Optimization exercise on an open flow, not production practice.
RTL: at most simulated, not proved equivalent.
Function not checked: runs 1 and 2.
Power: default activity.

## flow/design.v (module list and top-level ports; edited modules follow where they fit)
// module rtc_fields_to_epoch_seconds_unit: 1282 lines
module rtc_fields_to_epoch_seconds_unit (
  input  logic      clk,
  input  logic      rst,
  input  logic      start,
  output logic      busy,
  input  rfes_pkg::rfes_in_t  fields,
  output logic      done,
  output rfes_pkg::rfes_out_t result,
  input  logic      cfg_write,
  input  logic      cfg_index,
  input  logic      cfg_data
);
  // ...
==> flow/flow/run.sh <==
#!/bin/bash
# Standard layout, with the port buffers made of the smallest buffer cell and
# Yosys's generic fine-grained ABC pass skipped, so that the adders written as
# gates reach full-adder extraction as written.
set -euo pipefail
bash standard.sh SYNTH_ARGS=-noabc BUFFER_PORTS_ARGS="-buffer_cell sky130_fd_sc_hd__buf_1" finish > standard_flow.log 2>&1
==> flow/standard.sh <==
#!/bin/bash
# synth_recipe.tcl (not shown) runs the flow's synth.tcl, then flattens the netlist and writes it again
# the make line also repeats each setting of config.mk as NAME=value (left out here)
make -C /OpenROAD-flow-scripts/flow DESIGN_CONFIG=/design/flow/config.mk WORK_HOME=/design/flow/orfs CLKGATE_MAP_FILE= SYNTH_SCRIPT=/design/flow/synth_recipe.tcl "${@:-finish}"
==> flow/config.mk <==
export PLATFORM = sky130hd
export DESIGN_NAME = rtc_fields_to_epoch_seconds_unit
export DESIGN_NICKNAME = rtc_fields_to_epoch_seconds_unit
export VERILOG_FILES = /design/flow/design.v
export SDC_FILE = /design/flow/constraint.sdc
export NUM_CORES = 4
export LEC_CHECK = 0
export CAP_MARGIN = 20
export CORE_MARGIN = 2
export CORE_UTILIZATION = 40
export CTS_BUF_LIST = sky130_fd_sc_hd__clkbuf_8
export SETUP_SLACK_MARGIN = 5.0
export SLEW_MARGIN = 20
==> flow/constraint.sdc <==
create_clock -name core_clock -period 8.0 [get_ports {clk}]
set_input_delay 1.6000 -clock core_clock [delete_from_list [all_inputs] [get_ports {clk}]]
set_output_delay 1.6000 -clock core_clock [all_outputs]
set_load 0.01 [all_outputs]
==> impl_results.md, run 1 <==
- Outcome: no timing/DRC/antenna violations
- Critical path class: input pin to register
- Internal power: roughly 1.8 mW
- Critical Path Slowest Stage Cell: sky130_fd_sc_hd__a2111o_1
- Clock tree from TritonCTS: done
- Cells after synthesis: 733
- Largest net degree at the start of global routing: 32
- Clock Power: 0.533 mW
- Clock H-tree levels: 4
- Total count of max-transition violations in the final report: 0
- Simple-gate area share of the yosys netlist: 11.76%
- Fraction of area in multi-input gates: 50.47%
- Slew at the pin closest to its max-slew limit: between 0.6 and 0.7 ns
- Instance area at placement: about 0.0082 mm^2
- Total of warnings raised by yosys: 1
- Setup crit end: errs_q[2]
- Leading cell type in the layout, fill and taps excluded: sky130_fd_sc_hd__dfxtp_1
- Post-detailed-placement half-perimeter wirelength: about 12 mm
- Setup repair after global routing missed its margin: false
- Drt initial violations: 205
- Cell with the most instances after synthesis: sky130_fd_sc_hd__dfxtp_1
- Critical R2R Capture: cs0_q_14
- Clock buffer cells: 19
- Height of the die: 142.0 um
- Critical Path Start: fields[1]
- Synth Area in Compound Gates: about an eighth
- Post-cts sizing count: 0
- Family with the most delay on the worst path: compound AO/OA/AOI/OAI gates
- Adder-Cell Fraction of Synth Area: 28.24%
==> module rtc_fields_to_epoch_seconds_unit, before the edit <==
module rtc_fields_to_epoch_seconds_unit (
  input  logic      clk,
  input  logic      rst,
  input  logic      start,
  output logic      busy,
  input  rfes_pkg::rfes_in_t  fields,
  output logic      done,
  output rfes_pkg::rfes_out_t result,
  input  logic      cfg_write,
  input  logic      cfg_index,
  input  logic      cfg_data
);
  logic        bcd_mode;
  logic        twelve_hour_mode;
  always_ff @(posedge clk) begin
    if (rst) begin
      bcd_mode         <= 1'b1;
      twelve_hour_mode <= 1'b0;
    end else if (cfg_write) begin
      case (cfg_index)
        rfes_pkg::CFG_BCD_MODE:  bcd_mode         <= cfg_data;
        rfes_pkg::CFG_TWELVE_HR: twelve_hour_mode <= cfg_data;
        default:       bcd_mode         <= bcd_mode;
      endcase
    end
  end
  assign busy = 1'b0;
  logic [5:0]  sec6;
  logic [5:0]  min6;
  logic [4:0]  hv5;
  logic [4:0]  day5;
  logic [6:0]  yr7;
  logic [3:0]  mon4;
  logic [3:0]  h4;
  logic [4:0]  hr5;
  logic        leap;
  logic [3:0]  ml;
  logic [1:0]  fields_r;
  logic        err_sec, err_min, err_hr, err_day, err_mon, err_yr, err_all;
  logic t0;
  logic t1;
  logic t2;
  logic t3;
  logic t4;
  logic t5;
  logic t6;
  logic t7;
  logic t8;
  logic t9;
  logic t10;
  logic t11;
  logic t12;
  logic t13;
  logic t14;
  logic t15;
  logic t16;
  logic t17;
  logic t18;
  logic t19;
  logic t20;
  logic t21;
  logic t22;
  logic t23;
  logic t24;
  logic t25;
  logic t26;
  logic t27;
  logic t28;
  logic t29;
  logic t30;
  logic t31;
  logic t32;
  logic t33;
  logic t34;
  logic t35;
  logic t36;
  logic t37;
  logic t38;
  logic t39;
  logic t40;
  logic t41;
  logic t42;
  logic t43;
  logic t44;
  logic t45;
  logic t46;
  logic t47;
  logic t48;
  logic t49;
  logic t50;
  logic t51;
  logic t52;
  logic t53;
  logic t54;
  logic t55;
  logic t56;
  logic t57;
  logic t58;
  logic t59;
  logic t60;
  logic t61;
  logic t62;
  logic t63;
  logic t64;
  logic t65;
  logic t66;
  logic t67;
  logic t68;
  logic t69;
  logic t70;
  logic t71;
  logic t72;
  logic t73;
  logic t74;
  logic t75;
  logic t76;
  logic t77;
  logic t78;
  logic t79;
  logic t80;
  logic t81;
  logic t82;
  logic t83;
  logic t84;
  logic t85;
  logic t86;
  logic t87;
  logic t88;
  logic t89;
  logic t90;
  logic t91;
  logic t92;
  assign t0 = bcd_mode & fields.raw_seconds[4];
  assign t1 = bcd_mode & fields.raw_seconds[5];
  assign t2 = bcd_mode ? fields.raw_seconds[6] : fields.raw_seconds[4];
  assign t3 = ~bcd_mode & fields.raw_seconds[5];
  assign t4 = ~bcd_mode & fields.raw_seconds[6];
  assign t5 = fields.raw_seconds[3] ^ fields.raw_seconds[4];
  assign t6 = fields.raw_seconds[3] & fields.raw_seconds[4];
  assign t7 = fields.raw_seconds[5] ^ t3;
  assign t8 = fields.raw_seconds[5] & t3;
  assign t9 = fields.raw_seconds[6] ^ t4;
  assign t10 = fields.raw_seconds[6] & t4;
  assign t11 = fields.raw_seconds[1] ^ t0;
  assign t12 = fields.raw_seconds[2] ^ t1;
  assign t13 = t2 ^ t5;
  assign t14 = t7 ^ t6;
  assign t15 = t9 ^ t8;
  assign t16 = fields.raw_seconds[1] & t0;
  assign t17 = fields.raw_seconds[2] & t1;
  assign t18 = t2 & t5;
  assign t19 = t7 & t6;
  assign t20 = t9 & t8;
  assign t21 = t17 | (t12 & t16);
  assign t22 = t12 & t11;
  assign t23 = t19 | (t14 & t18);
  assign t24 = t14 & t13;
  assign t25 = t18 | (t13 & t21);
  assign t26 = t13 & t22;
  assign t27 = t23 | (t24 & t21);
  assign t28 = t24 & t22;
  assign t29 = t20 | (t15 & t27);
  assign t30 = t12 ^ t16;
  assign t31 = t13 ^ t21;
  assign t32 = t14 ^ t25;
  assign t33 = t15 ^ t27;
  assign t34 = bcd_mode & fields.raw_minutes[4];
  assign t35 = bcd_mode & fields.raw_minutes[5];
  assign t36 = bcd_mode ? fields.raw_minutes[6] : fields.raw_minutes[4];
  assign t37 = ~bcd_mode & fields.raw_minutes[5];
  assign t38 = ~bcd_mode & fields.raw_minutes[6];
  assign t39 = fields.raw_minutes[3] ^ fields.raw_minutes[4];
  assign t40 = fields.raw_minutes[3] & fields.raw_minutes[4];
  assign t41 = fields.raw_minutes[5] ^ t37;
  assign t42 = fields.raw_minutes[5] & t37;
  assign t43 = fields.raw_minutes[6] ^ t38;
  assign t44 = fields.raw_minutes[6] & t38;
  assign t45 = fields.raw_minutes[1] ^ t34;
  assign t46 = fields.raw_minutes[2] ^ t35;
  assign t47 = t36 ^ t39;
  assign t48 = t41 ^ t40;
  assign t49 = t43 ^ t42;
  assign t50 = fields.raw_minutes[1] & t34;
  assign t51 = fields.raw_minutes[2] & t35;
  assign t52 = t36 & t39;
  assign t53 = t41 & t40;
  assign t54 = t43 & t42;
  assign t55 = t51 | (t46 & t50);
  assign t56 = t46 & t45;
  assign t57 = t53 | (t48 & t52);
  assign t58 = t48 & t47;
  assign t59 = t52 | (t47 & t55);
  assign t60 = t47 & t56;
  assign t61 = t57 | (t58 & t55);
  assign t62 = t58 & t56;
  assign t63 = t54 | (t49 & t61);
  assign t64 = t46 ^ t50;
  assign t65 = t47 ^ t55;
  assign t66 = t48 ^ t59;
  assign t67 = t49 ^ t61;
  assign t68 = bcd_mode & fields.raw_monthday[4];
  assign t69 = bcd_mode & fields.raw_monthday[5];
  assign t70 = ~bcd_mode & fields.raw_monthday[4];
  assign t71 = ~bcd_mode & fields.raw_monthday[5];
  assign t72 = fields.raw_monthday[3] ^ fields.raw_monthday[4];
  assign t73 = fields.raw_monthday[3] & fields.raw_monthday[4];
  assign t74 = fields.raw_monthday[5] ^ t71;
  assign t75 = fields.raw_monthday[5] & t71;
  assign t76 = fields.raw_monthday[1] ^ t68;
  assign t77 = fields.raw_monthday[2] ^ t69;
  assign t78 = t70 ^ t72;
  assign t79 = t74 ^ t73;
  assign t80 = fields.raw_monthday[1] & t68;
  assign t81 = fields.raw_monthday[2] & t69;
  assign t82 = t70 & t72;
  assign t83 = t74 & t73;
  assign t84 = t81 | (t77 & t80);
  assign t85 = t77 & t76;
  assign t86 = t83 | (t79 & t82);
  assign t87 = t82 | (t78 & t84);
  assign t88 = t78 & t85;
  assign t89 = t86 | (t79 & t84);
  assign t90 = t77 ^ t80;
  assign t91 = t78 ^ t84;
  assign t92 = t79 ^ t87;
  assign sec6 = {t33, t32, t31, t30, t11, fields.raw_seconds[0]};
  assign min6 = {t67, t66, t65, t64, t45, fields.raw_minutes[0]};
  always_comb begin
    if (!bcd_mode) begin
      hv5 = fields.raw_hours[4:0];
    end else if (fields.raw_hours[5]) begin
      hv5 = {3'b101, fields.raw_hours[1:0]};
    end else if (fields.raw_hours[4]) begin
      hv5 = rfes_pkg::plus10(fields.raw_hours[3:0]);
    end else begin
      hv5 = {1'b0, fields.raw_hours[3:0]};
    end
  end
  assign day5 = {t92, t91, t90, t76, fields.raw_monthday[0]};
  assign yr7 = bcd_mode ? rfes_pkg::bcd_year(fields.raw_year) : fields.raw_year[6:0];
  always_comb begin
    err_sec = bcd_mode ? rfes_pkg::bcd_gt59(fields.raw_seconds) : rfes_pkg::gt8(fields.raw_seconds, 8'd59);
    err_min = bcd_mode ? rfes_pkg::bcd_gt59(fields.raw_minutes) : rfes_pkg::gt8(fields.raw_minutes, 8'd59);
    if (twelve_hour_mode) begin
      err_hr = bcd_mode ? rfes_pkg::bcd_bad_1_12(fields.raw_hours[6:0]) :
                          ((fields.raw_hours[6:0] == 7'd0) ||
                           rfes_pkg::gt8({1'b0, fields.raw_hours[6:0]}, 8'd12));
    end else begin
      err_hr = bcd_mode ? rfes_pkg::bcd_gt23(fields.raw_hours) : rfes_pkg::gt8(fields.raw_hours, 8'd23);
    end
    err_mon = bcd_mode ? (rfes_pkg::bcd_bad_1_12(fields.raw_month[6:0]) || fields.raw_month[7]) :
                         ((fields.raw_month == 8'd0) || rfes_pkg::gt8(fields.raw_month, 8'd12));
    err_yr  = bcd_mode ? rfes_pkg::bcd_gt99(fields.raw_year) : rfes_pkg::gt8(fields.raw_year, 8'd99);
  end
  always_comb begin
    if (bcd_mode && fields.raw_month[4]) begin
      mon4 = {1'b1, fields.raw_month[1], ~fields.raw_month[1], fields.raw_month[0]};
    end else begin
      mon4 = fields.raw_month[3:0];
    end
    if (bcd_mode && fields.raw_hours[4]) begin
      h4 = {1'b1, fields.raw_hours[1], ~fields.raw_hours[1], fields.raw_hours[0]};
    end else begin
      h4 = fields.raw_hours[3:0];
    end
    hr5 = twelve_hour_mode ? rfes_pkg::hour12(h4, fields.raw_hours[7]) : hv5;
    if (bcd_mode) begin
      leap = !fields.raw_year[0] && (fields.raw_year[1] == fields.raw_year[4]);
    end else begin
      leap = (fields.raw_year[1:0] == 2'b00);
    end
    ml[0] = (mon4 == 4'd2) && !leap;
    ml[1] = (mon4 == 4'd2) && leap;
    ml[2] = (mon4 == 4'd4) || (mon4 == 4'd6) || (mon4 == 4'd9) || (mon4 == 4'd11);
    ml[3] = !(ml[0] || ml[1] || ml[2]);
    err_day = (fields.raw_monthday == 8'd0) || rfes_pkg::day_gt(fields.raw_monthday, bcd_mode, ml);
    err_all = err_sec || err_min || err_hr || err_day || err_mon || err_yr;
    if (bcd_mode) begin
      fields_r = {fields.raw_year[1] ^ fields.raw_year[4], fields.raw_year[0]};
    end else begin
      fields_r = fields.raw_year[1:0];
    end
  end
  logic [12:1] mon_oh;
  assign mon_oh[1] = (mon4 == 4'd1);
  assign mon_oh[2] = (mon4 == 4'd2);
  assign mon_oh[3] = (mon4 == 4'd3);
  assign mon_oh[4] = (mon4 == 4'd4);
  assign mon_oh[5] = (mon4 == 4'd5);
  assign mon_oh[6] = (mon4 == 4'd6);
  assign mon_oh[7] = (mon4 == 4'd7);
  assign mon_oh[8] = (mon4 == 4'd8);
  assign mon_oh[9] = (mon4 == 4'd9);
  assign mon_oh[10] = (mon4 == 4'd10);
  assign mon_oh[11] = (mon4 == 4'd11);
  assign mon_oh[12] = (mon4 == 4'd12);
  logic        v_q;
  logic [5:0]  errs_q;
  logic        err_q;
  logic [4:0]  q_q;
  logic [1:0]  r_q;
  logic [12:1] mon_q;    
  logic [4:0]  day_q;
  logic [4:0]  hr_q;
  logic [5:0]  min_q;
  logic [5:0]  sec_q;
  logic        leap_q;
  always_ff @(posedge clk) begin
    if (rst) begin
      v_q <= 1'b0;
    end else begin
      v_q <= start;
    end
  end
  always_ff @(posedge clk) begin
    errs_q <= {err_sec, err_min, err_hr, err_day, err_mon, err_yr};
    q_q   <= yr7[6:2];
    r_q   <= fields_r;
    mon_q <= mon_oh;
    day_q <= day5;
    hr_q  <= hr5;
    min_q <= min6;
    sec_q <= sec6;
    leap_q <= leap;
  end
  assign err_q = |errs_q;
  logic [31:0] epoch;
  logic [31:0] tab;
  assign tab[0] = 1'b0;
  assign tab[1] = 1'b0;
  assign tab[2] = 1'b0;
  assign tab[3] = 1'b0;
  assign tab[4] = 1'b0;
  assign tab[5] = 1'b0;
  assign tab[6] = 1'b0;
  assign tab[7] = (mon_q[1] & ~leap_q) | (mon_q[2] & leap_q) | mon_q[4] | mon_q[5] | mon_q[8] | mon_q[11] | mon_q[12];
  assign tab[8] = (mon_q[1] & ~leap_q) | mon_q[5] | mon_q[7] | mon_q[8] | mon_q[10] | mon_q[11];
  assign tab[9] = mon_q[1] | (mon_q[2] & ~leap_q) | mon_q[4] | mon_q[5] | mon_q[6] | mon_q[7] | mon_q[11];
  assign tab[10] = mon_q[3] | mon_q[5] | mon_q[6] | mon_q[10];
  assign tab[11] = mon_q[3] | mon_q[4] | mon_q[10] | mon_q[11] | mon_q[12];
  assign tab[12] = (mon_q[1] & leap_q) | (mon_q[2] & leap_q) | mon_q[5] | mon_q[6] | mon_q[12];
  assign tab[13] = (mon_q[1] & leap_q) | (mon_q[2] & ~leap_q) | mon_q[4] | mon_q[5] | mon_q[7] | mon_q[9] | mon_q[10];
  assign tab[14] = mon_q[1] | (mon_q[2] & leap_q) | mon_q[4] | mon_q[5] | mon_q[6] | mon_q[7] | mon_q[8];
  assign tab[15] = (mon_q[1] & ~leap_q) | (mon_q[2] & ~leap_q) | mon_q[3] | mon_q[5] | mon_q[6] | mon_q[10] | mon_q[11];
  assign tab[16] = (mon_q[1] & leap_q) | (mon_q[2] & ~leap_q) | mon_q[4] | mon_q[6] | mon_q[7] | mon_q[9] | mon_q[11] | mon_q[12];
  assign tab[17] = (mon_q[1] & ~leap_q) | mon_q[2] | mon_q[8] | mon_q[9] | mon_q[10] | mon_q[11] | mon_q[12];
  assign tab[18] = 1'b0;
  assign tab[19] = mon_q[1] | mon_q[3] | mon_q[5] | mon_q[7] | mon_q[9] | mon_q[11];
  assign tab[20] = mon_q[2] | mon_q[3] | mon_q[6] | mon_q[7] | mon_q[10] | mon_q[11];
  assign tab[21] = mon_q[2] | mon_q[5] | mon_q[7] | mon_q[8] | mon_q[10];
  assign tab[22] = mon_q[1] | mon_q[2] | mon_q[4] | mon_q[5] | mon_q[8] | mon_q[11];
  assign tab[23] = mon_q[3] | mon_q[4] | mon_q[5] | mon_q[9] | mon_q[10] | mon_q[11];
  assign tab[24] = mon_q[6] | mon_q[7] | mon_q[8] | mon_q[9] | mon_q[10] | mon_q[11];
  assign tab[25] = mon_q[12];
  assign tab[26] = 1'b0;
  assign tab[27] = 1'b0;
  assign tab[28] = 1'b0;
  assign tab[29] = 1'b0;
  assign tab[30] = 1'b0;
  assign tab[31] = 1'b0;
  logic t93;
  logic t94;
  logic t95;
  logic t96;
  logic t97;
  logic t98;
  logic t99;
  logic t100;
  logic t101;
  logic t102;
  logic t103;
  logic t104;
  logic t105;
  logic t106;
  logic t107;
  logic t108;
  logic t109;
  logic t110;
  logic t111;
  logic t112;
  logic t113;
  logic t114;
  logic t115;
  logic t116;
  logic t117;
  logic t118;
  logic t119;
  logic t120;
  logic t121;
  logic t122;
  logic t123;
  logic t124;
  logic t125;
  logic t126;
  logic t127;
  logic t128;
  logic t129;
  logic t130;
  logic t131;
  logic t132;
  logic t133;
  logic t134;
  logic t135;
  logic t136;
  logic t137;
  logic t138;
  logic t139;
  logic t140;
  logic t141;
  logic t142;
  logic t143;
  logic t144;
  logic t145;
  logic t146;
  logic t147;
  logic t148;
  logic t149;
  logic t150;
  logic t151;
  logic t152;
  logic t153;
  logic t154;
  logic t155;
  logic t156;
  logic t157;
  logic t158;
  logic t159;
  logic t160;
  logic t161;
  logic t162;
  logic t163;
  logic t164;
  logic t165;
  logic t166;
  logic t167;
  logic t168;
  logic t169;
  logic t170;
  logic t171;
  logic t172;
  logic t173;
  logic t174;
  logic t175;
  logic t176;
  logic t177;
  logic t178;
  logic t179;
  logic t180;
  logic t181;
  logic t182;
  logic t183;
  logic t184;
  logic t185;
  logic t186;
  logic t187;
  logic t188;
  logic t189;
  logic t190;
  logic t191;
  logic t192;
  logic t193;
  logic t194;
  logic t195;
  logic t196;
  logic t197;
  logic t198;
  logic t199;
  logic t200;
  logic t201;
  logic t202;
  logic t203;
  logic t204;
  logic t205;
  logic t206;
  logic t207;
  logic t208;
  logic t209;
  logic t210;
  logic t211;
  logic t212;
  logic t213;
  logic t214;
  logic t215;
  logic t216;
  logic t217;
  logic t218;
  logic t219;
  logic t220;
  logic t221;
  logic t222;
  logic t223;
  logic t224;
  logic t225;
  logic t226;
  logic t227;
  logic t228;
  logic t229;
  logic t230;
  logic t231;
  logic t232;
  logic t233;
  logic t234;
  logic t235;
  logic t236;
  logic t237;
  logic t238;
  logic t239;
  logic t240;
  logic t241;
  logic t242;
  logic t243;
  logic t244;
  logic t245;
  logic t246;
  logic t247;
  logic t248;
  logic t249;
  logic t250;
  logic t251;
  logic t252;
  assign t93 = ~q_q[0] ^ day_q[0];
  assign t94 = ~q_q[0] & day_q[0];
  assign t95 = ~q_q[1] ^ day_q[1] ^ day_q[0];
  assign t96 = (~q_q[1] & day_q[1]) | (day_q[0] & (~q_q[1] ^ day_q[1]));
  assign t97 = ~q_q[2] ^ day_q[2];
  assign t98 = ~q_q[2] & day_q[2];
  assign t99 = ~q_q[3] ^ day_q[3] ^ day_q[2];
  assign t100 = (~q_q[3] & day_q[3]) | (day_q[2] & (~q_q[3] ^ day_q[3]));
  assign t101 = ~q_q[4] ^ day_q[4] ^ day_q[3];
  assign t102 = (~q_q[4] & day_q[4]) | (day_q[3] & (~q_q[4] ^ day_q[4]));
  assign t103 = day_q[4] ^ day_q[0];
  assign t104 = day_q[4] & day_q[0];
  assign t105 = q_q[0] ^ day_q[1];
  assign t106 = q_q[0] & day_q[1];
  assign t107 = q_q[1] ^ day_q[2];
  assign t108 = q_q[1] & day_q[2];
  assign t109 = q_q[2] ^ day_q[3];
  assign t110 = q_q[2] & day_q[3];
  assign t111 = q_q[3] ^ day_q[4] ^ day_q[2];
  assign t112 = (q_q[3] & day_q[4]) | (day_q[2] & (q_q[3] ^ day_q[4]));
  assign t113 = q_q[4] ^ ~q_q[0];
  assign t114 = q_q[4] & ~q_q[0];
  assign t115 = hr_q[3] ^ ~min_q[5] ^ min_q[1];
  assign t116 = (hr_q[3] & ~min_q[5]) | (min_q[1] & (hr_q[3] ^ ~min_q[5]));
  assign t117 = hr_q[4] ^ min_q[2] ^ ~r_q[1];
  assign t118 = (hr_q[4] & min_q[2]) | (~r_q[1] & (hr_q[4] ^ min_q[2]));
  assign t119 = tab[8] ^ t94;
  assign t120 = tab[8] & t94;
  assign t121 = day_q[1] ^ ~hr_q[0] ^ min_q[3];
  assign t122 = (day_q[1] & ~hr_q[0]) | (min_q[3] & (day_q[1] ^ ~hr_q[0]));
  assign t123 = tab[9] ^ t97 ^ t96;
  assign t124 = (tab[9] & t97) | (t96 & (tab[9] ^ t97));
  assign t125 = ~hr_q[1] ^ min_q[4] ^ r_q[0];
  assign t126 = (~hr_q[1] & min_q[4]) | (r_q[0] & (~hr_q[1] ^ min_q[4]));
  assign t127 = tab[10] ^ t98 ^ t99;
  assign t128 = (tab[10] & t98) | (t99 & (tab[10] ^ t98));
  assign t129 = ~hr_q[2] ^ min_q[5] ^ r_q[1];
  assign t130 = (~hr_q[2] & min_q[5]) | (r_q[1] & (~hr_q[2] ^ min_q[5]));
  assign t131 = tab[11] ^ t101 ^ t100;
  assign t132 = (tab[11] & t101) | (t100 & (tab[11] ^ t101));
  assign t133 = ~hr_q[3] ^ hr_q[0] ^ ~r_q[0];
  assign t134 = (~hr_q[3] & hr_q[0]) | (~r_q[0] & (~hr_q[3] ^ hr_q[0]));
  assign t135 = tab[12] ^ t103 ^ t102;
  assign t136 = (tab[12] & t103) | (t102 & (tab[12] ^ t103));
  assign t137 = ~hr_q[4] ^ hr_q[1] ^ ~r_q[1];
  assign t138 = (~hr_q[4] & hr_q[1]) | (~r_q[1] & (~hr_q[4] ^ hr_q[1]));
  assign t139 = tab[13] ^ t105 ^ t104;
  assign t140 = (tab[13] & t105) | (t104 & (tab[13] ^ t105));
  assign t141 = day_q[0] ^ hr_q[2] ^ r_q[0];
  assign t142 = (day_q[0] & hr_q[2]) | (r_q[0] & (day_q[0] ^ hr_q[2]));
  assign t143 = tab[14] ^ t107 ^ t106;
  assign t144 = (tab[14] & t107) | (t106 & (tab[14] ^ t107));
  assign t145 = day_q[1] ^ hr_q[3] ^ r_q[1];
  assign t146 = (day_q[1] & hr_q[3]) | (r_q[1] & (day_q[1] ^ hr_q[3]));
  assign t147 = tab[15] ^ t109 ^ t108;
  assign t148 = (tab[15] & t109) | (t108 & (tab[15] ^ t109));
  assign t149 = day_q[0] ^ hr_q[4] ^ r_q[0];
  assign t150 = (day_q[0] & hr_q[4]) | (r_q[0] & (day_q[0] ^ hr_q[4]));
  assign t151 = tab[16] ^ t110 ^ t111;
  assign t152 = (tab[16] & t110) | (t111 & (tab[16] ^ t110));
  assign t153 = day_q[3] ^ day_q[1] ^ r_q[1];
  assign t154 = (day_q[3] & day_q[1]) | (r_q[1] & (day_q[3] ^ day_q[1]));
  assign t155 = tab[17] ^ t113 ^ t112;
  assign t156 = (tab[17] & t113) | (t112 & (tab[17] ^ t113));
  assign t157 = ~q_q[1] ^ day_q[4] ^ day_q[2];
  assign t158 = (~q_q[1] & day_q[4]) | (day_q[2] & (~q_q[1] ^ day_q[4]));
  assign t159 = 1'b1 ^ t114;
  assign t160 = 1'b1 & t114;
  assign t161 = ~q_q[2] ^ q_q[0] ^ day_q[3];
  assign t162 = (~q_q[2] & q_q[0]) | (day_q[3] & (~q_q[2] ^ q_q[0]));
  assign t163 = ~q_q[3] ^ q_q[1];
  assign t164 = ~q_q[3] & q_q[1];
  assign t165 = ~q_q[4] ^ q_q[2];
  assign t166 = ~q_q[4] & q_q[2];
  assign t167 = ~r_q[0] ^ tab[7];
  assign t168 = ~r_q[0] & tab[7];
  assign t169 = t95 ^ t117 ^ t116;
  assign t170 = (t95 & t117) | (t116 & (t95 ^ t117));
  assign t171 = t121 ^ t118 ^ t120;
  assign t172 = (t121 & t118) | (t120 & (t121 ^ t118));
  assign t173 = t125 ^ t122 ^ t127;
  assign t174 = (t125 & t122) | (t127 & (t125 ^ t122));
  assign t175 = t129 ^ t126 ^ t131;
  assign t176 = (t129 & t126) | (t131 & (t129 ^ t126));
  assign t177 = t133 ^ t130 ^ t135;
  assign t178 = (t133 & t130) | (t135 & (t133 ^ t130));
  assign t179 = t137 ^ t134 ^ t139;
  assign t180 = (t137 & t134) | (t139 & (t137 ^ t134));
  assign t181 = t141 ^ t138 ^ t143;
  assign t182 = (t141 & t138) | (t143 & (t141 ^ t138));
  assign t183 = t145 ^ t142 ^ t147;
  assign t184 = (t145 & t142) | (t147 & (t145 ^ t142));
  assign t185 = t149 ^ t146 ^ t148;
  assign t186 = (t149 & t146) | (t148 & (t149 ^ t146));
  assign t187 = t153 ^ t150 ^ t155;
  assign t188 = (t153 & t150) | (t155 & (t153 ^ t150));
  assign t189 = t157 ^ t154 ^ t159;
  assign t190 = (t157 & t154) | (t159 & (t157 ^ t154));
  assign t191 = tab[19] ^ t161 ^ t158;
  assign t192 = (tab[19] & t161) | (t158 & (tab[19] ^ t161));
  assign t193 = day_q[4] ^ tab[20] ^ t163;
  assign t194 = (day_q[4] & tab[20]) | (t163 & (day_q[4] ^ tab[20]));
  assign t195 = ~r_q[0] ^ tab[21] ^ t165;
  assign t196 = (~r_q[0] & tab[21]) | (t165 & (~r_q[0] ^ tab[21]));
  assign t197 = q_q[3] ^ ~r_q[1] ^ tab[22];
  assign t198 = (q_q[3] & ~r_q[1]) | (tab[22] & (q_q[3] ^ ~r_q[1]));
  assign t199 = q_q[4] ^ ~q_q[0];
  assign t200 = q_q[4] & ~q_q[0];
  assign t201 = ~min_q[0] ^ sec_q[2];
  assign t202 = ~min_q[0] & sec_q[2];
  assign t203 = ~min_q[1] ^ sec_q[3];
  assign t204 = ~min_q[1] & sec_q[3];
  assign t205 = hr_q[0] ^ ~min_q[2] ^ sec_q[4];
  assign t206 = (hr_q[0] & ~min_q[2]) | (sec_q[4] & (hr_q[0] ^ ~min_q[2]));
  assign t207 = hr_q[1] ^ ~min_q[3] ^ sec_q[5];
  assign t208 = (hr_q[1] & ~min_q[3]) | (sec_q[5] & (hr_q[1] ^ ~min_q[3]));
  assign t209 = hr_q[2] ^ ~min_q[4] ^ min_q[0];
  assign t210 = (hr_q[2] & ~min_q[4]) | (min_q[0] & (hr_q[2] ^ ~min_q[4]));
  assign t211 = t93 ^ t167 ^ t115;
  assign t212 = (t93 & t167) | (t115 & (t93 ^ t167));
  assign t213 = t168 ^ t119 ^ t169;
  assign t214 = (t168 & t119) | (t169 & (t168 ^ t119));
  assign t215 = t123 ^ t170 ^ t171;
  assign t216 = (t123 & t170) | (t171 & (t123 ^ t170));
  assign t217 = t124 ^ t172 ^ t173;
  assign t218 = (t124 & t172) | (t173 & (t124 ^ t172));
  assign t219 = t128 ^ t175 ^ t174;
  assign t220 = (t128 & t175) | (t174 & (t128 ^ t175));
  assign t221 = t132 ^ t177 ^ t176;
  assign t222 = (t132 & t177) | (t176 & (t132 ^ t177));
  assign t223 = t136 ^ t179 ^ t178;
  assign t224 = (t136 & t179) | (t178 & (t136 ^ t179));
  assign t225 = t140 ^ t181 ^ t180;
  assign t226 = (t140 & t181) | (t180 & (t140 ^ t181));
  assign t227 = t144 ^ t183 ^ t182;
  assign t228 = (t144 & t183) | (t182 & (t144 ^ t183));
  assign t229 = t151 ^ t185 ^ t184;
  assign t230 = (t151 & t185) | (t184 & (t151 ^ t185));
  assign t231 = t152 ^ t186 ^ t187;
  assign t232 = (t152 & t186) | (t187 & (t152 ^ t186));
  assign t233 = t156 ^ t189 ^ t188;
  assign t234 = (t156 & t189) | (t188 & (t156 ^ t189));
  assign t235 = t160 ^ t191 ^ t190;
  assign t236 = (t160 & t191) | (t190 & (t160 ^ t191));
  assign t237 = t162 ^ t193 ^ t192;
  assign t238 = (t162 & t193) | (t192 & (t162 ^ t193));
  assign t239 = t164 ^ t195 ^ t194;
  assign t240 = (t164 & t195) | (t194 & (t164 ^ t195));
  assign t241 = t166 ^ t197 ^ t196;
  assign t242 = (t166 & t197) | (t196 & (t166 ^ t197));
  assign t243 = tab[23] ^ t199 ^ t198;
  assign t244 = (tab[23] & t199) | (t198 & (tab[23] ^ t199));
  assign t245 = ~q_q[1] ^ tab[24] ^ t200;
  assign t246 = (~q_q[1] & tab[24]) | (t200 & (~q_q[1] ^ tab[24]));
  assign t247 = ~q_q[2] ^ r_q[0] ^ tab[25];
  assign t248 = (~q_q[2] & r_q[0]) | (tab[25] & (~q_q[2] ^ r_q[0]));
  assign t249 = ~q_q[3] ^ r_q[1];
  assign t250 = ~q_q[3] & r_q[1];
  assign t251 = ~q_q[4] ^ q_q[0] ^ 1'b1;
  assign t252 = (~q_q[4] & q_q[0]) | (1'b1 & (~q_q[4] ^ q_q[0]));
  logic        v2_q;
  logic        err2_q;
  logic        cs0_q_0;
  logic        cs0_q_1;
  logic        cs0_q_2;
  logic        cs1_q_2;
  logic        cs0_q_3;
  logic        cs1_q_3;
  logic        cs0_q_4;
  logic        cs1_q_4;
  logic        cs0_q_5;
  logic        cs1_q_5;
  logic        cs0_q_6;
  logic        cs1_q_6;
  logic        cs0_q_7;
  logic        cs1_q_7;
  logic        cs0_q_8;
  logic        cs1_q_8;
  logic        cs0_q_9;
  logic        cs1_q_9;
  logic        cs0_q_10;
  logic        cs1_q_10;
  logic        cs0_q_11;
  logic        cs1_q_11;
  logic        cs0_q_12;
  logic        cs1_q_12;
  logic        cs0_q_13;
  logic        cs1_q_13;
  logic        cs0_q_14;
  logic        cs1_q_14;
  logic        cs0_q_15;
  logic        cs1_q_15;
  logic        cs0_q_16;
  logic        cs1_q_16;
  logic        cs0_q_17;
  logic        cs1_q_17;
  logic        cs0_q_18;
  logic        cs1_q_18;
  logic        cs0_q_19;
  logic        cs1_q_19;
  logic        cs0_q_20;
  logic        cs1_q_20;
  logic        cs0_q_21;
  logic        cs1_q_21;
  logic        cs0_q_22;
  logic        cs1_q_22;
  logic        cs0_q_23;
  logic        cs1_q_23;
  logic        cs0_q_24;
  logic        cs1_q_24;
  logic        cs0_q_25;
  logic        cs1_q_25;
  logic        cs0_q_26;
  logic        cs1_q_26;
  logic        cs0_q_27;
  logic        cs1_q_27;
  logic        cs0_q_28;
  logic        cs1_q_28;
  logic        cs0_q_29;
  logic        cs1_q_29;
  logic        cs0_q_30;
  logic        cs0_q_31;
  always_ff @(posedge clk) begin
    if (rst) begin
      v2_q <= 1'b0;
    end else begin
      v2_q <= v_q;
    end
  end
  always_ff @(posedge clk) begin
    err2_q <= err_q;
    cs0_q_0 <= sec_q[0];
    cs0_q_1 <= sec_q[1];
    cs0_q_2 <= 1'b1;
    cs1_q_2 <= t201;
    cs0_q_3 <= t203;
    cs1_q_3 <= t202;
    cs0_q_4 <= t205;
    cs1_q_4 <= t204;
    cs0_q_5 <= t207;
    cs1_q_5 <= t206;
    cs0_q_6 <= t209;
    cs1_q_6 <= t208;
    cs0_q_7 <= t211;
    cs1_q_7 <= t210;
    cs0_q_8 <= t213;
    cs1_q_8 <= t212;
    cs0_q_9 <= t215;
    cs1_q_9 <= t214;
    cs0_q_10 <= t217;
    cs1_q_10 <= t216;
    cs0_q_11 <= t219;
    cs1_q_11 <= t218;
    cs0_q_12 <= t221;
    cs1_q_12 <= t220;
    cs0_q_13 <= t223;
    cs1_q_13 <= t222;
    cs0_q_14 <= t225;
    cs1_q_14 <= t224;
    cs0_q_15 <= t227;
    cs1_q_15 <= t226;
    cs0_q_16 <= t229;
    cs1_q_16 <= t228;
    cs0_q_17 <= t231;
    cs1_q_17 <= t230;
    cs0_q_18 <= t233;
    cs1_q_18 <= t232;
    cs0_q_19 <= t235;
    cs1_q_19 <= t234;
    cs0_q_20 <= t237;
    cs1_q_20 <= t236;
    cs0_q_21 <= t239;
    cs1_q_21 <= t238;
    cs0_q_22 <= t241;
    cs1_q_22 <= t240;
    cs0_q_23 <= t243;
    cs1_q_23 <= t242;
    cs0_q_24 <= t245;
    cs1_q_24 <= t244;
    cs0_q_25 <= t247;
    cs1_q_25 <= t246;
    cs0_q_26 <= t249;
    cs1_q_26 <= t248;
    cs0_q_27 <= t251;
    cs1_q_27 <= t250;
    cs0_q_28 <= q_q[1];
    cs1_q_28 <= t252;
    cs0_q_29 <= q_q[2];
    cs1_q_29 <= 1'b1;
    cs0_q_30 <= q_q[3];
    cs0_q_31 <= q_q[4];
  end
  logic t253;
  logic t254;
  logic t255;
  logic t256;
  logic t257;
  logic t258;
  logic t259;
  logic t260;
  logic t261;
  logic t262;
  logic t263;
  logic t264;
  logic t265;
  logic t266;
  logic t267;
  logic t268;
  logic t269;
  logic t270;
  logic t271;
  logic t272;
  logic t273;
  logic t274;
  logic t275;
  logic t276;
  logic t277;
  logic t278;
  logic t279;
  logic t280;
  logic t281;
  logic t282;
  logic t283;
  logic t284;
  logic t285;
  logic t286;
  logic t287;
  logic t288;
  logic t289;
  logic t290;
  logic t291;
  logic t292;
  logic t293;
  logic t294;
  logic t295;
  logic t296;
  logic t297;
  logic t298;
  logic t299;
  logic t300;
  logic t301;
  logic t302;
  logic t303;
  logic t304;
  logic t305;
  logic t306;
  logic t307;
  logic t308;
  logic t309;
  logic t310;
  logic t311;
  logic t312;
  logic t313;
  logic t314;
  logic t315;
  logic t316;
  logic t317;
  logic t318;
  logic t319;
  logic t320;
  logic t321;
  logic t322;
  logic t323;
  logic t324;
  logic t325;
  logic t326;
  logic t327;
  logic t328;
  logic t329;
  logic t330;
  logic t331;
  logic t332;
  logic t333;
  logic t334;
  logic t335;
  logic t336;
  logic t337;
  logic t338;
  logic t339;
  logic t340;
  logic t341;
  logic t342;
  logic t343;
  logic t344;
  logic t345;
  logic t346;
  logic t347;
  logic t348;
  logic t349;
  logic t350;
  logic t351;
  logic t352;
  logic t353;
  logic t354;
  logic t355;
  logic t356;
  logic t357;
  logic t358;
  logic t359;
  logic t360;
  logic t361;
  logic t362;
  logic t363;
  logic t364;
  logic t365;
  logic t366;
  logic t367;
  logic t368;
  logic t369;
  logic t370;
  logic t371;
  logic t372;
  logic t373;
  logic t374;
  logic t375;
  logic t376;
  logic t377;
  logic t378;
  logic t379;
  logic t380;
  logic t381;
  logic t382;
  logic t383;
  logic t384;
  logic t385;
  logic t386;
  logic t387;
  logic t388;
  logic t389;
  logic t390;
  logic t391;
  logic t392;
  logic t393;
  logic t394;
  logic t395;
  logic t396;
  logic t397;
  logic t398;
  logic t399;
  logic t400;
  logic t401;
  logic t402;
  logic t403;
  logic t404;
  logic t405;
  logic t406;
  logic t407;
  logic t408;
  logic t409;
  logic t410;
  logic t411;
  logic t412;
  logic t413;
  logic t414;
  logic t415;
  logic t416;
  logic t417;
  logic t418;
  logic t419;
  logic t420;
  logic t421;
  logic t422;
  logic t423;
  logic t424;
  logic t425;
  logic t426;
  logic t427;
  logic t428;
  logic t429;
  logic t430;
  logic t431;
  logic t432;
  logic t433;
  logic t434;
  logic t435;
  logic t436;
  logic t437;
  logic t438;
  logic t439;
  logic t440;
  logic t441;
  logic t442;
  logic t443;
  logic t444;
  logic t445;
  logic t446;
  logic t447;
  logic t448;
  logic t449;
  logic t450;
  logic t451;
  logic t452;
  logic t453;
  logic t454;
  logic t455;
  logic t456;
  logic t457;
  logic t458;
  logic t459;
  logic t460;
  logic t461;
  logic t462;
  logic t463;
  logic t464;
  logic t465;
  logic t466;
  logic t467;
  logic t468;
  logic t469;
  logic t470;
  logic t471;
  logic t472;
  logic t473;
  logic t474;
  logic t475;
  logic t476;
  logic t477;
  logic t478;
  logic t479;
  assign t253 = cs0_q_2 ^ cs1_q_2;
  assign t254 = cs0_q_3 ^ cs1_q_3;
  assign t255 = cs0_q_4 ^ cs1_q_4;
  assign t256 = cs0_q_5 ^ cs1_q_5;
  assign t257 = cs0_q_6 ^ cs1_q_6;
  assign t258 = cs0_q_7 ^ cs1_q_7;
  assign t259 = cs0_q_8 ^ cs1_q_8;
  assign t260 = cs0_q_9 ^ cs1_q_9;
  assign t261 = cs0_q_10 ^ cs1_q_10;
  assign t262 = cs0_q_11 ^ cs1_q_11;
  assign t263 = cs0_q_12 ^ cs1_q_12;
  assign t264 = cs0_q_13 ^ cs1_q_13;
  assign t265 = cs0_q_14 ^ cs1_q_14;
  assign t266 = cs0_q_15 ^ cs1_q_15;
  assign t267 = cs0_q_16 ^ cs1_q_16;
  assign t268 = cs0_q_17 ^ cs1_q_17;
  assign t269 = cs0_q_18 ^ cs1_q_18;
  assign t270 = cs0_q_19 ^ cs1_q_19;
  assign t271 = cs0_q_20 ^ cs1_q_20;
  assign t272 = cs0_q_21 ^ cs1_q_21;
  assign t273 = cs0_q_22 ^ cs1_q_22;
  assign t274 = cs0_q_23 ^ cs1_q_23;
  assign t275 = cs0_q_24 ^ cs1_q_24;
  assign t276 = cs0_q_25 ^ cs1_q_25;
  assign t277 = cs0_q_26 ^ cs1_q_26;
  assign t278 = cs0_q_27 ^ cs1_q_27;
  assign t279 = cs0_q_28 ^ cs1_q_28;
  assign t280 = cs0_q_29 ^ cs1_q_29;
  assign t281 = cs0_q_30 ^ 1'b0;
  assign t282 = cs0_q_31 ^ 1'b0;
  assign t283 = cs0_q_2 & cs1_q_2;
  assign t284 = cs0_q_3 & cs1_q_3;
  assign t285 = cs0_q_4 & cs1_q_4;
  assign t286 = cs0_q_5 & cs1_q_5;
  assign t287 = cs0_q_6 & cs1_q_6;
  assign t288 = cs0_q_7 & cs1_q_7;
  assign t289 = cs0_q_8 & cs1_q_8;
  assign t290 = cs0_q_9 & cs1_q_9;
  assign t291 = cs0_q_10 & cs1_q_10;
  assign t292 = cs0_q_11 & cs1_q_11;
  assign t293 = cs0_q_12 & cs1_q_12;
  assign t294 = cs0_q_13 & cs1_q_13;
  assign t295 = cs0_q_14 & cs1_q_14;
  assign t296 = cs0_q_15 & cs1_q_15;
  assign t297 = cs0_q_16 & cs1_q_16;
  assign t298 = cs0_q_17 & cs1_q_17;
  assign t299 = cs0_q_18 & cs1_q_18;
  assign t300 = cs0_q_19 & cs1_q_19;
  assign t301 = cs0_q_20 & cs1_q_20;
  assign t302 = cs0_q_21 & cs1_q_21;
  assign t303 = cs0_q_22 & cs1_q_22;
  assign t304 = cs0_q_23 & cs1_q_23;
  assign t305 = cs0_q_24 & cs1_q_24;
  assign t306 = cs0_q_25 & cs1_q_25;
  assign t307 = cs0_q_26 & cs1_q_26;
  assign t308 = cs0_q_27 & cs1_q_27;
  assign t309 = cs0_q_28 & cs1_q_28;
  assign t310 = cs0_q_29 & cs1_q_29;
  assign t311 = cs0_q_30 & 1'b0;
  assign t312 = cs0_q_31 & 1'b0;
  assign t313 = t284 | (t254 & t283);
  assign t314 = t254 & t253;
  assign t315 = t286 | (t256 & t285);
  assign t316 = t256 & t255;
  assign t317 = t288 | (t258 & t287);
  assign t318 = t258 & t257;
  assign t319 = t290 | (t260 & t289);
  assign t320 = t260 & t259;
  assign t321 = t292 | (t262 & t291);
  assign t322 = t262 & t261;
  assign t323 = t294 | (t264 & t293);
  assign t324 = t264 & t263;
  assign t325 = t296 | (t266 & t295);
  assign t326 = t266 & t265;
  assign t327 = t298 | (t268 & t297);
  assign t328 = t268 & t267;
  assign t329 = t300 | (t270 & t299);
  assign t330 = t270 & t269;
  assign t331 = t302 | (t272 & t301);
  assign t332 = t272 & t271;
  assign t333 = t304 | (t274 & t303);
  assign t334 = t274 & t273;
  assign t335 = t306 | (t276 & t305);
  assign t336 = t276 & t275;
  assign t337 = t308 | (t278 & t307);
  assign t338 = t278 & t277;
  assign t339 = t310 | (t280 & t309);
  assign t340 = t280 & t279;
  assign t341 = t312 | (t282 & t311);
  assign t342 = t285 | (t255 & t313);
  assign t343 = t255 & t314;
  assign t344 = t315 | (t316 & t313);
  assign t345 = t316 & t314;
  assign t346 = t289 | (t259 & t317);
  assign t347 = t259 & t318;
  assign t348 = t319 | (t320 & t317);
  assign t349 = t320 & t318;
  assign t350 = t293 | (t263 & t321);
  assign t351 = t263 & t322;
  assign t352 = t323 | (t324 & t321);
  assign t353 = t324 & t322;
  assign t354 = t297 | (t267 & t325);
  assign t355 = t267 & t326;
  assign t356 = t327 | (t328 & t325);
  assign t357 = t328 & t326;
  assign t358 = t301 | (t271 & t329);
  assign t359 = t271 & t330;
  assign t360 = t331 | (t332 & t329);
  assign t361 = t332 & t330;
  assign t362 = t305 | (t275 & t333);
  assign t363 = t275 & t334;
  assign t364 = t335 | (t336 & t333);
  assign t365 = t336 & t334;
  assign t366 = t309 | (t279 & t337);
  assign t367 = t279 & t338;
  assign t368 = t339 | (t340 & t337);
  assign t369 = t340 & t338;
  assign t370 = t287 | (t257 & t344);
  assign t371 = t257 & t345;
  assign t372 = t317 | (t318 & t344);
  assign t373 = t318 & t345;
  assign t374 = t346 | (t347 & t344);
  assign t375 = t347 & t345;
  assign t376 = t348 | (t349 & t344);
  assign t377 = t349 & t345;
  assign t378 = t295 | (t265 & t352);
  assign t379 = t265 & t353;
  assign t380 = t325 | (t326 & t352);
  assign t381 = t326 & t353;
  assign t382 = t354 | (t355 & t352);
  assign t383 = t355 & t353;
  assign t384 = t356 | (t357 & t352);
  assign t385 = t357 & t353;
  assign t386 = t303 | (t273 & t360);
  assign t387 = t273 & t361;
  assign t388 = t333 | (t334 & t360);
  assign t389 = t334 & t361;
  assign t390 = t362 | (t363 & t360);
  assign t391 = t363 & t361;
  assign t392 = t364 | (t365 & t360);
  assign t393 = t365 & t361;
  assign t394 = t311 | (t281 & t368);
  assign t395 = t281 & t369;
  assign t396 = t341 | (t282 & t368);
  assign t397 = t291 | (t261 & t376);
  assign t398 = t261 & t377;
  assign t399 = t321 | (t322 & t376);
  assign t400 = t322 & t377;
  assign t401 = t350 | (t351 & t376);
  assign t402 = t351 & t377;
  assign t403 = t352 | (t353 & t376);
  assign t404 = t353 & t377;
  assign t405 = t378 | (t379 & t376);
  assign t406 = t379 & t377;
  assign t407 = t380 | (t381 & t376);
  assign t408 = t381 & t377;
  assign t409 = t382 | (t383 & t376);
  assign t410 = t383 & t377;
  assign t411 = t384 | (t385 & t376);
  assign t412 = t385 & t377;
  assign t413 = t307 | (t277 & t392);
  assign t414 = t277 & t393;
  assign t415 = t337 | (t338 & t392);
  assign t416 = t338 & t393;
  assign t417 = t366 | (t367 & t392);
  assign t418 = t367 & t393;
  assign t419 = t368 | (t369 & t392);
  assign t420 = t369 & t393;
  assign t421 = t394 | (t395 & t392);
  assign t422 = t395 & t393;
  assign t423 = t396 | (t282 & t392);
  assign t424 = t299 | (t269 & t411);
  assign t425 = t269 & t412;
  assign t426 = t329 | (t330 & t411);
  assign t427 = t330 & t412;
  assign t428 = t358 | (t359 & t411);
  assign t429 = t359 & t412;
  assign t430 = t360 | (t361 & t411);
  assign t431 = t361 & t412;
  assign t432 = t386 | (t387 & t411);
  assign t433 = t387 & t412;
  assign t434 = t388 | (t389 & t411);
  assign t435 = t389 & t412;
  assign t436 = t390 | (t391 & t411);
  assign t437 = t391 & t412;
  assign t438 = t392 | (t393 & t411);
  assign t439 = t393 & t412;
  assign t440 = t413 | (t414 & t411);
  assign t441 = t414 & t412;
  assign t442 = t415 | (t416 & t411);
  assign t443 = t416 & t412;
  assign t444 = t417 | (t418 & t411);
  assign t445 = t418 & t412;
  assign t446 = t419 | (t420 & t411);
  assign t447 = t420 & t412;
  assign t448 = t421 | (t422 & t411);
  assign t449 = t422 & t412;
  assign t450 = t423 | (t282 & t411);
  assign t451 = t254 ^ t283;
  assign t452 = t255 ^ t313;
  assign t453 = t256 ^ t342;
  assign t454 = t257 ^ t344;
  assign t455 = t258 ^ t370;
  assign t456 = t259 ^ t372;
  assign t457 = t260 ^ t374;
  assign t458 = t261 ^ t376;
  assign t459 = t262 ^ t397;
  assign t460 = t263 ^ t399;
  assign t461 = t264 ^ t401;
  assign t462 = t265 ^ t403;
  assign t463 = t266 ^ t405;
  assign t464 = t267 ^ t407;
  assign t465 = t268 ^ t409;
  assign t466 = t269 ^ t411;
  assign t467 = t270 ^ t424;
  assign t468 = t271 ^ t426;
  assign t469 = t272 ^ t428;
  assign t470 = t273 ^ t430;
  assign t471 = t274 ^ t432;
  assign t472 = t275 ^ t434;
  assign t473 = t276 ^ t436;
  assign t474 = t277 ^ t438;
  assign t475 = t278 ^ t440;
  assign t476 = t279 ^ t442;
  assign t477 = t280 ^ t444;
  assign t478 = t281 ^ t446;
  assign t479 = t282 ^ t448;
  assign epoch = {t479, t478, t477, t476, t475, t474, t473, t472, t471, t470, t469, t468, t467, t466, t465, t464, t463, t462, t461, t460, t459, t458, t457, t456, t455, t454, t453, t452, t451, t253, cs0_q_1, cs0_q_0};
  logic        v3_q;
  logic [32:0] res_q;
  always_ff @(posedge clk) begin
    if (rst) begin
      v3_q <= 1'b0;
    end else begin
      v3_q <= v2_q;
    end
  end
  always_ff @(posedge clk) begin
    res_q <= {epoch, err2_q};
  end
  assign done   = v3_q;
  assign result = res_q;
endmodule
==> inputs of run 2 (changes only) <==
--- a/flow/design.v
+++ b/flow/design.v
@@ -658,25 +658,22 @@
       fields_r = fields.raw_year[1:0];
     end
   end
-  logic [12:1] mon_oh;
-  assign mon_oh[1] = (mon4 == 4'd1);
-  assign mon_oh[2] = (mon4 == 4'd2);
-  assign mon_oh[3] = (mon4 == 4'd3);
-  assign mon_oh[4] = (mon4 == 4'd4);
-  assign mon_oh[5] = (mon4 == 4'd5);
-  assign mon_oh[6] = (mon4 == 4'd6);
-  assign mon_oh[7] = (mon4 == 4'd7);
-  assign mon_oh[8] = (mon4 == 4'd8);
-  assign mon_oh[9] = (mon4 == 4'd9);
-  assign mon_oh[10] = (mon4 == 4'd10);
-  assign mon_oh[11] = (mon4 == 4'd11);
-  assign mon_oh[12] = (mon4 == 4'd12);
+  logic [3:0]  mona;
+  logic [2:0]  monb;
+  assign mona[0] = (mon4 == 4'd1) || (mon4 == 4'd5) || (mon4 == 4'd9);
+  assign mona[1] = (mon4 == 4'd2) || (mon4 == 4'd6) || (mon4 == 4'd10);
+  assign mona[2] = (mon4 == 4'd3) || (mon4 == 4'd7) || (mon4 == 4'd11);
+  assign mona[3] = (mon4 == 4'd4) || (mon4 == 4'd8) || (mon4 == 4'd12);
+  assign monb[0] = (mon4 == 4'd1) || (mon4 == 4'd2) || (mon4 == 4'd3) || (mon4 == 4'd4);
+  assign monb[1] = (mon4 == 4'd5) || (mon4 == 4'd6) || (mon4 == 4'd7) || (mon4 == 4'd8);
+  assign monb[2] = (mon4 == 4'd9) || (mon4 == 4'd10) || (mon4 == 4'd11) || (mon4 == 4'd12);
   logic        v_q;
-  logic [5:0]  errs_q;
+  logic [1:0]  errs_q;
   logic        err_q;
   logic [4:0]  q_q;
   logic [1:0]  r_q;
-  logic [12:1] mon_q;    
+  logic [3:0]  mona_q;   
+  logic [2:0]  monb_q;   
   logic [4:0]  day_q;
   logic [4:0]  hr_q;
   logic [5:0]  min_q;
@@ -690,10 +687,11 @@
     end
   end
   always_ff @(posedge clk) begin
-    errs_q <= {err_sec, err_min, err_hr, err_day, err_mon, err_yr};
+    errs_q <= {err_day, err_sec || err_min || err_hr || err_mon || err_yr};
     q_q   <= yr7[6:2];
     r_q   <= fields_r;
-    mon_q <= mon_oh;
+    mona_q <= mona;
+    monb_q <= monb;
     day_q <= day5;
     hr_q  <= hr5;
     min_q <= min6;
@@ -703,6 +701,19 @@
   assign err_q = |errs_q;
   logic [31:0] epoch;
   logic [31:0] tab;
+  logic [12:1] mon_q;
+  assign mon_q[1] = mona_q[0] & monb_q[0];
+  assign mon_q[2] = mona_q[1] & monb_q[0];
+  assign mon_q[3] = mona_q[2] & monb_q[0];
+  assign mon_q[4] = mona_q[3] & monb_q[0];
+  assign mon_q[5] = mona_q[0] & monb_q[1];
+  assign mon_q[6] = mona_q[1] & monb_q[1];
+  assign mon_q[7] = mona_q[2] & monb_q[1];
+  assign mon_q[8] = mona_q[3] & monb_q[1];
+  assign mon_q[9] = mona_q[0] & monb_q[2];
+  assign mon_q[10] = mona_q[1] & monb_q[2];
+  assign mon_q[11] = mona_q[2] & monb_q[2];
+  assign mon_q[12] = mona_q[3] & monb_q[2];
   assign tab[0] = 1'b0;
   assign tab[1] = 1'b0;
   assign tab[2] = 1'b0;
==> run 2 against run 1 <==
Net effect: worst setup slack got worse by 0.081 ns; clock skew decreased by 0.0040 ns; global-route usage increased by 0.44 points; highest routed layer unchanged.
==> impl_results.md, run 2 <==
- Static leakage: 3.695 nW
- Layout cells sized above 1: 7.282%
- Antenna diodes: 0
- Post-detailed-placement half-perimeter wirelength: 11.84 mm (+1.5%)
- Clock-pin slew on the worst setup and hold paths: roughly 0.08 ns
- Routed wire length: about 15 mm
- Slew at the pin closest to its max-slew limit: 0.5880 ns (-0.04697 ns)
- Synthesized area per cell: 10.17 um^2
- Routed wire length per instance: 14.05 um
- Mapped cell area: around 0.0074 mm^2
- Fill cell count: 1724
- Instance area at placement: 0.007970 mm^2 (-2.4%)
- Maximum fanout along the worst path: 13
- Horizontal die dimension: 140.4 um
- Number of optimization iterations in the first detailed-route pass: 5
- Cells after synthesis: 732 (-0.14%)
- Setup violators final: 0
- Total count of max-transition violations in the final report: 0 (unchanged)
- F_max: 344.9 MHz
- Setup Total Neg Slack: 0 ns
- Overall via count from detail_route: ~5100
- First-pass GRT wire length: 24.67 mm
- Worst-skew pair later-pin latency: 0.44 ns
- Row Count: 49
- Area share of the largest cell type after synthesis: 36.56%
- Most used cells in the layout excluding fill and tap cells: 135 x sky130_fd_sc_hd__dfxtp_1, 81 x sky130_fd_sc_hd__buf_1, 78 x sky130_fd_sc_hd__inv_1, 73 x sky130_fd_sc_hd__fa_1
- Total of warnings raised by yosys: 1 (unchanged)
- Post-DRT Antenna Nets: 0
- Num CTS Buffers: 17
- Placer congestion estimate: 0.8847
- Count of state elements after synthesis: 136
- Outcome: no timing/DRC/antenna violations
- Switching power share of the total: a little under two fifths
- Initial Utilization: 41.18%
- Number of global-route vias before repair: between 4000 and 5000
- Final Core Density: between 40 and 50%
- Most numerous cell types in the synthesized netlist: 136 x sky130_fd_sc_hd__dfxtp_1, 78 x sky130_fd_sc_hd__inv_1, 74 x sky130_fd_sc_hd__fa_1, 52 x sky130_fd_sc_hd__a21oi_1, 52 x sky130_fd_sc_hd__ha_1
- Instance count after placement with tap cells included: 1021
- Crit. End Element: register
- Data required time of the critical path: about 8.3 ns
- Net count after synthesis: 912
- Final critical-path setup slack: 5.101 ns
- Final Non-Filler Cells: 1053
- Clock tree from TritonCTS: done
- Internal power: 1.799 mW (-0.75%)
- Hold_ws: 0.3297 ns
- Sequential-to-total area share from yosys stat: 36.56%
- Net total in the final layout: 991
- Proportion of register bits with asynchronous set or reset after synthesis: 0%
- Largest vdd supply drop: 0.1111 mV
- Synth-to-Final Area Change: 12.89%
- Critical path class: input pin to register
- Buffer count from post-CTS setup fixing: 0
- Overall Power: 2.858 mW
- Arrival time of data at the critical path endpoint: roughly 3.2 ns
- Number of buffers inserted by hold repair at cts: 0
- All-layer global routing usage: between 10% and 20%
- Tightest slew margin relative to the limit: around three fifths
- Final cell area excluding filler cells: roughly 0.0084 mm^2
- DR vias/cell: around 5
- Setup repair after global routing missed its margin: true
- Proportion of power drawn by flip-flops and latches: 36.1%
- Critical path launch point type: input pin
- Die area: 0.01972 mm^2
- Clock power share: 20.9%
- Post-detailed-route DRC marker count: 0
- Largest net degree at the start of global routing: 35 (+9.4%)
- Largest register by flop count: res_q
- Cell with the most instances after synthesis: sky130_fd_sc_hd__dfxtp_1
- Combinational fraction of design power: 43.0%
- Post-Place Setup Slack: around 4.4 ns
- Unique cell type count in the Yosys netlist: 67
- Leading cell type in the layout, fill and taps excluded: sky130_fd_sc_hd__dfxtp_1
- PwrDens: 339.9 mW/mm^2
- Area inside the core boundary: approximately 0.018 mm^2
- Final min period: just under 3 ns
- Height of the die: 140.4 um (-1.1%)
- Hold violation count in the final report: 0
- Clock H-tree levels: 4 (unchanged)
- Post-synthesis cell type with the largest combined area: sky130_fd_sc_hd__dfxtp_1
- Top-level I/O count: 89
- Clock Tree Buf Depth: 2
- Worst min-delay path category: register to register
- Switching power of the nets: 1.059 mW
- Most area-consuming cells after synthesis: sky130_fd_sc_hd__dfxtp_1 37%, sky130_fd_sc_hd__fa_1 20%, sky130_fd_sc_hd__ha_1 8.7%
- Max reg flops: 33
- GRT overflow: 0
- Leading registers by flop count: res_q (33), min_q (6), sec_q (6)
- Drt initial violations: 279 (+36%)
- Final worst clock skew: 0.009199 ns
- Count of flip-flops with a built-in enable after synthesis: 0
- Total of max-cap violations: 0
- TritonCTS sink count: between 100 and 150
- Root Driver: sky130_fd_sc_hd__clkbuf_8
- Fraction of the cycle the final worst path needs: 36.24%
- Antenna violations before repair: 0
- Most frequently used flop master after synthesis: sky130_fd_sc_hd__dfxtp_1
- Count of input and output buffers: 87
[run 2: cell count changes in the layout (fill, tap and decap cells not counted), moves of 5 or more]
cell,delta
sky130_fd_sc_hd__a21oi_1,+15
sky130_fd_sc_hd__dfxtp_1,-10
sky130_fd_sc_hd__inv_1,-9
sky130_fd_sc_hd__nand2_1,+9
sky130_fd_sc_hd__nor2_1,-5
sky130_fd_sc_hd__o21ai_0,+9
[run 2: metal layers]
| metal | part of all wire [%] | GRT usage [%] |
|---|---|---|
| met5 | 0 | 0 |
| met4 | 1.8 | 6.380 |
| met3 | 4.4 | 3.282 |
| met2 | 45 | 24.30 |
| met1 | 49 | 22.32 |
[run 2: final timing paths]
check	from	endpoint	slack [ns]	depth (start not counted)
hold / removal	sec_q[0]	cs0_q_0	0.33	0
setup / recovery	fields[4]	errs_q[1]	5.10	9
setup reg to reg	mona_q[0]	cs0_q_15	5.19	6
hold reg to reg	sec_q[0]	cs0_q_0	0.33	0
[run 2: area by class of cell]
cell class                 count  area (um^2)  share of cell area [%]
multi-input combinational    490         4337                   51.59
sequential                   136         2724                   32.40
timing repair buffer          88        341.6                   4.063
inverter                      78        292.8                   3.483
tap                          229        286.5                   3.408
clock buffer                  17        234.0                   2.783
clock inverter                15        191.4                   2.277
[run 2: power groups by stage]
stage                     logic (mW)  clock network [mW]  registers [mW]
after detailed placement        1.24                   0            1.05
after floorplan                0.892                   0            1.06
final                           1.23               0.597            1.03
after CTS                       1.25               0.622            1.04
after global routing            1.44               0.653            1.06
after global placement          1.22                   0            1.05
[run 2: worst max-delay path, stage by stage]
cell,delay [ns]
sky130_fd_sc_hd__buf_2,0.20
sky130_fd_sc_hd__nand2_1,0.09
sky130_fd_sc_hd__xnor2_1,0.15
sky130_fd_sc_hd__nor2_1,0.13
sky130_fd_sc_hd__nor2_1,0.08
sky130_fd_sc_hd__a2111o_1,0.37
sky130_fd_sc_hd__o21ai_1,0.07
sky130_fd_sc_hd__a21oi_1,0.07
sky130_fd_sc_hd__or4_1,0.46
[run 2: cells by family (layout without fill, tap and decap cells)]
kind of cell	count (synthesis)	after routing	synth area share (%)
AOI/OAI and AO/OA	159	159	13.76
muxes	3	3	0.4200
and+or+nand+nor	170	170	11.44
other	1	1	0.05035
DFF	136	136	36.56
xor gates and xnor gates	31	31	3.646
buffers and inverters	106	198	5.494
adders and majority gates	126	126	28.63
[run 2: what timing repair did]
item | in CTS | in global routing
gates cloned | 0 | 0
resized for setup | 2 | 6
setup endpoints to repair | 1 | 2
==> inputs of run 3 (changes only) <==
--- a/flow/design.v
+++ b/flow/design.v
@@ -668,7 +668,7 @@
   assign monb[1] = (mon4 == 4'd5) || (mon4 == 4'd6) || (mon4 == 4'd7) || (mon4 == 4'd8);
   assign monb[2] = (mon4 == 4'd9) || (mon4 == 4'd10) || (mon4 == 4'd11) || (mon4 == 4'd12);
   logic        v_q;
-  logic [1:0]  errs_q;
+  logic [5:0]  errs_q;
   logic        err_q;
   logic [4:0]  q_q;
   logic [1:0]  r_q;
@@ -687,7 +687,7 @@
     end
   end
   always_ff @(posedge clk) begin
-    errs_q <= {err_day, err_sec || err_min || err_hr || err_mon || err_yr};
+    errs_q <= {err_sec, err_min, err_hr, err_day, err_mon, err_yr};
     q_q   <= yr7[6:2];
     r_q   <= fields_r;
     mona_q <= mona;
--- a/flow/config.mk
+++ b/flow/config.mk
@@ -7,7 +7,7 @@
 export LEC_CHECK = 0
 export CAP_MARGIN = 20
 export CORE_MARGIN = 2
-export CORE_UTILIZATION = 40
+export CORE_UTILIZATION = 50
 export CTS_BUF_LIST = sky130_fd_sc_hd__clkbuf_8
 export SETUP_SLACK_MARGIN = 5.0
 export SLEW_MARGIN = 20
==> run 3 against run 2 <==
Net effect: clock power down 3.5%; synthesized area up 1.4%; routed wire length down 1.6%; non-clock buffer count down 1; clock-buffer cell count up 5; clock skew up 0.0016 ns; global-route usage up 3.4 points; critical path type is now register to register; critical endpoint is now cs0_q_13; largest cell class unchanged.
==> impl_results.md, run 3 <==
- Outcome: no timing/DRC/antenna violations
- Clock H-tree levels: 4 (unchanged)
- Unique cell type count in the Yosys netlist: 60 (-10%)
- Critical path launch point type: register
- PwrDens: 347.4 mW/mm^2 (+2.2%)
- Switching power share of the total: 36.79% (-0.26 points)
- Final critical-path setup slack: 5.128 ns (+0.02683 ns)
- Horizontal die dimension: 126.9 um (-9.6%)
- Num CTS Buffers: 17 (unchanged)
- First-pass GRT wire length: 24.50 mm (-0.70%)
- Cell with the most instances after synthesis: sky130_fd_sc_hd__dfxtp_1
- Largest net degree at the start of global routing: 37 (+5.7%)
- Count of flip-flops with a built-in enable after synthesis: 0 (unchanged)
- Setup violators final: 0 (unchanged)
- Mapped cell area: 0.007553 mm^2 (+1.4%)
- DR vias/cell: 5.168 (+6.3%)
- Instance count after placement with tap cells included: 986 (-3.4%)
- Most frequently used flop master after synthesis: sky130_fd_sc_hd__dfxtp_1
- Count of input and output buffers: 87 (unchanged)
- Number of optimization iterations in the first detailed-route pass: 4 (-1)
- Largest register by flop count: res_q
- Antenna violations before repair: 0 (unchanged)
- Count of state elements after synthesis: 140 (+2.9%)
- Clock power share: 19.7% (-1.2 points)
- Most used cells in the layout excluding fill and tap cells: 138 x sky130_fd_sc_hd__dfxtp_1, 87 x sky130_fd_sc_hd__buf_1, 85 x sky130_fd_sc_hd__inv_1, 73 x sky130_fd_sc_hd__fa_1
- Buffer count from post-CTS setup fixing: 0 (unchanged)
- Arrival time of data at the critical path endpoint: 3.18 ns (-0.04 ns)
- Sequential-to-total area share from yosys stat: 37.10% (+0.55 points)
- Critical path class: register to register
- Height of the die: 126.9 um (-9.6%)
- Post-Place Setup Slack: 4.749 ns (+0.3095 ns)
- Most numerous cell types in the synthesized netlist: 140 x sky130_fd_sc_hd__dfxtp_1, 83 x sky130_fd_sc_hd__inv_1, 74 x sky130_fd_sc_hd__fa_1, 52 x sky130_fd_sc_hd__ha_1, 52 x sky130_fd_sc_hd__nand2_1
- Overall Power: 2.924 mW (+2.3%)
- Critical R2R Capture: cs0_q_13
- Data required time of the critical path: 8.31 ns (about the same)
- Total of warnings raised by yosys: 1 (unchanged)
- Internal power: 1.848 mW (+2.7%)
- Switching power of the nets: 1.076 mW (+1.6%)
- Post-detailed-placement half-perimeter wirelength: 11.63 mm (-1.7%)
- Slew at the pin closest to its max-slew limit: 0.6079 ns (+0.01995 ns)
- Post-detailed-route DRC marker count: 0 (unchanged)
- Overall via count from detail_route: 5261 (+2.8%)
- Total of max-cap violations: 0 (unchanged)
- Total count of max-transition violations in the final report: 0 (unchanged)
- Synth-to-Final Area Change: 11.41%
- Area inside the core boundary: 0.01464 mm^2 (-19%)
- Final min period: 2.872 ns (-0.02683 ns)
- Largest vdd supply drop: 0.1166 mV (+5.0%)
- Slack of the worst reg-to-reg path: 5.13 ns (-0.06 ns)
- Final cell area excluding filler cells: 0.008416 mm^2 (+0.10%)
- Worst min-delay path category: register to register
- Clock Tree Buf Depth: 2 (unchanged)
- Terminating pin of the worst hold path: cs0_q_0
- Leading cell type in the layout, fill and taps excluded: sky130_fd_sc_hd__dfxtp_1
- Post-synthesis cell type with the largest combined area: sky130_fd_sc_hd__dfxtp_1
- Routed wire length: 14.57 mm (-1.6%)
- Area share of the largest cell type after synthesis: 37.10% (+0.55 points)
- Synthesized area per cell: 10.15 um^2 (-0.21%)
- Initial Utilization: 51.58% (+10 points)
- Net total in the final layout: 1001 (+1.0%)
- Routed wire length per instance: 14.31 um (+1.8%)
- Hold_ws: 0.3324 ns (+0.002729 ns)
- Layout cells sized above 1: 5.276% (-2.0 points)
- Critical hold path startpoint: sec_q[0]
- Cells after synthesis: 744 (+1.6%)
- All-layer global routing usage: 19.32% (+3.4 points)
- Worst flop-to-flop path startpoint: leap_q
- Post-DRT Antenna Nets: 0 (unchanged)
- Top-level I/O count: 89 (unchanged)
- Setup repair after global routing missed its margin: false
- Tightest slew margin relative to the limit: 59.47% (-1.3 points)
-- run 3: how the worst max path moves through the flow --
stage | startpoint | endpoint | slack (ns) | depth (start not counted)
2_1_floorplan | fields[20] | day_q[4] | 5.00 | 6
3_3_place_gp | fields[20] | day_q[4] | 4.79 | 7
3_5_place_dp | fields[20] | day_q[4] | 4.75 | 7
4_1_cts | leap_q | cs0_q_13 | 5.12 | 6
5_1_grt | mona_q[1] | cs0_q_15 | 5.00 | 6
6_report | leap_q | cs0_q_13 | 5.13 | 6
-- run 3: per-layer routing --
layer  track usage [%]  wire (um)  up-vias
li1                  -          -     2647
met1             25.72       6963     2468
met2             31.40       6749      126
met3             3.585        551       20
met4             7.628        300        0
met5                 0          0        -
-- run 3: timing repair --
action,CTS,global route
setup endpoints to repair,0,1
hold buffers,0,0
gates resized for setup,0,1
-- run 3: power by group through the flow --
stage	sequential, mW	combinational, mW	clock, mW
6_report	1.06	1.29	0.576
5_1_grt	1.09	1.49	0.622
3_3_place_gp	1.08	1.26	0
4_1_cts	1.07	1.30	0.599
3_5_place_dp	1.08	1.29	0
2_1_floorplan	1.09	0.912	0
-- run 3: final cells by class --
class,count,area [um^2]
clock buffers,22,302.8
inverters,83,311.5
repair buffers,87,326.6
fillers,1305,6228
well taps,184,230.2
clock inverters,10,111.4
flip-flops and latches,140,2805
multi-input cells,492,4328
-- run 3: worst max-delay path: stages (launching register included) --
cell,delay (ns)
sky130_fd_sc_hd__dfxtp_1,0.43
sky130_fd_sc_hd__mux2_2,0.35
sky130_fd_sc_hd__o21ai_0,0.22
sky130_fd_sc_hd__nand4_1,0.23
sky130_fd_sc_hd__fa_1,0.60
sky130_fd_sc_hd__fa_1,0.43
sky130_fd_sc_hd__fa_1,0.48
-- run 3: logic make-up after synthesis --
family,count (synthesis),synth area share [%]
other cells,1,0.04965
simple gates,158,10.17
buf+inv,112,5.632
xor+xnor,33,3.826
compound gates,172,14.71
fa+ha+maj,126,28.23
mux,2,0.2816
flops,140,37.10
Testbench counts of run 3, summed over its fixed seeds: cycles 2,144.
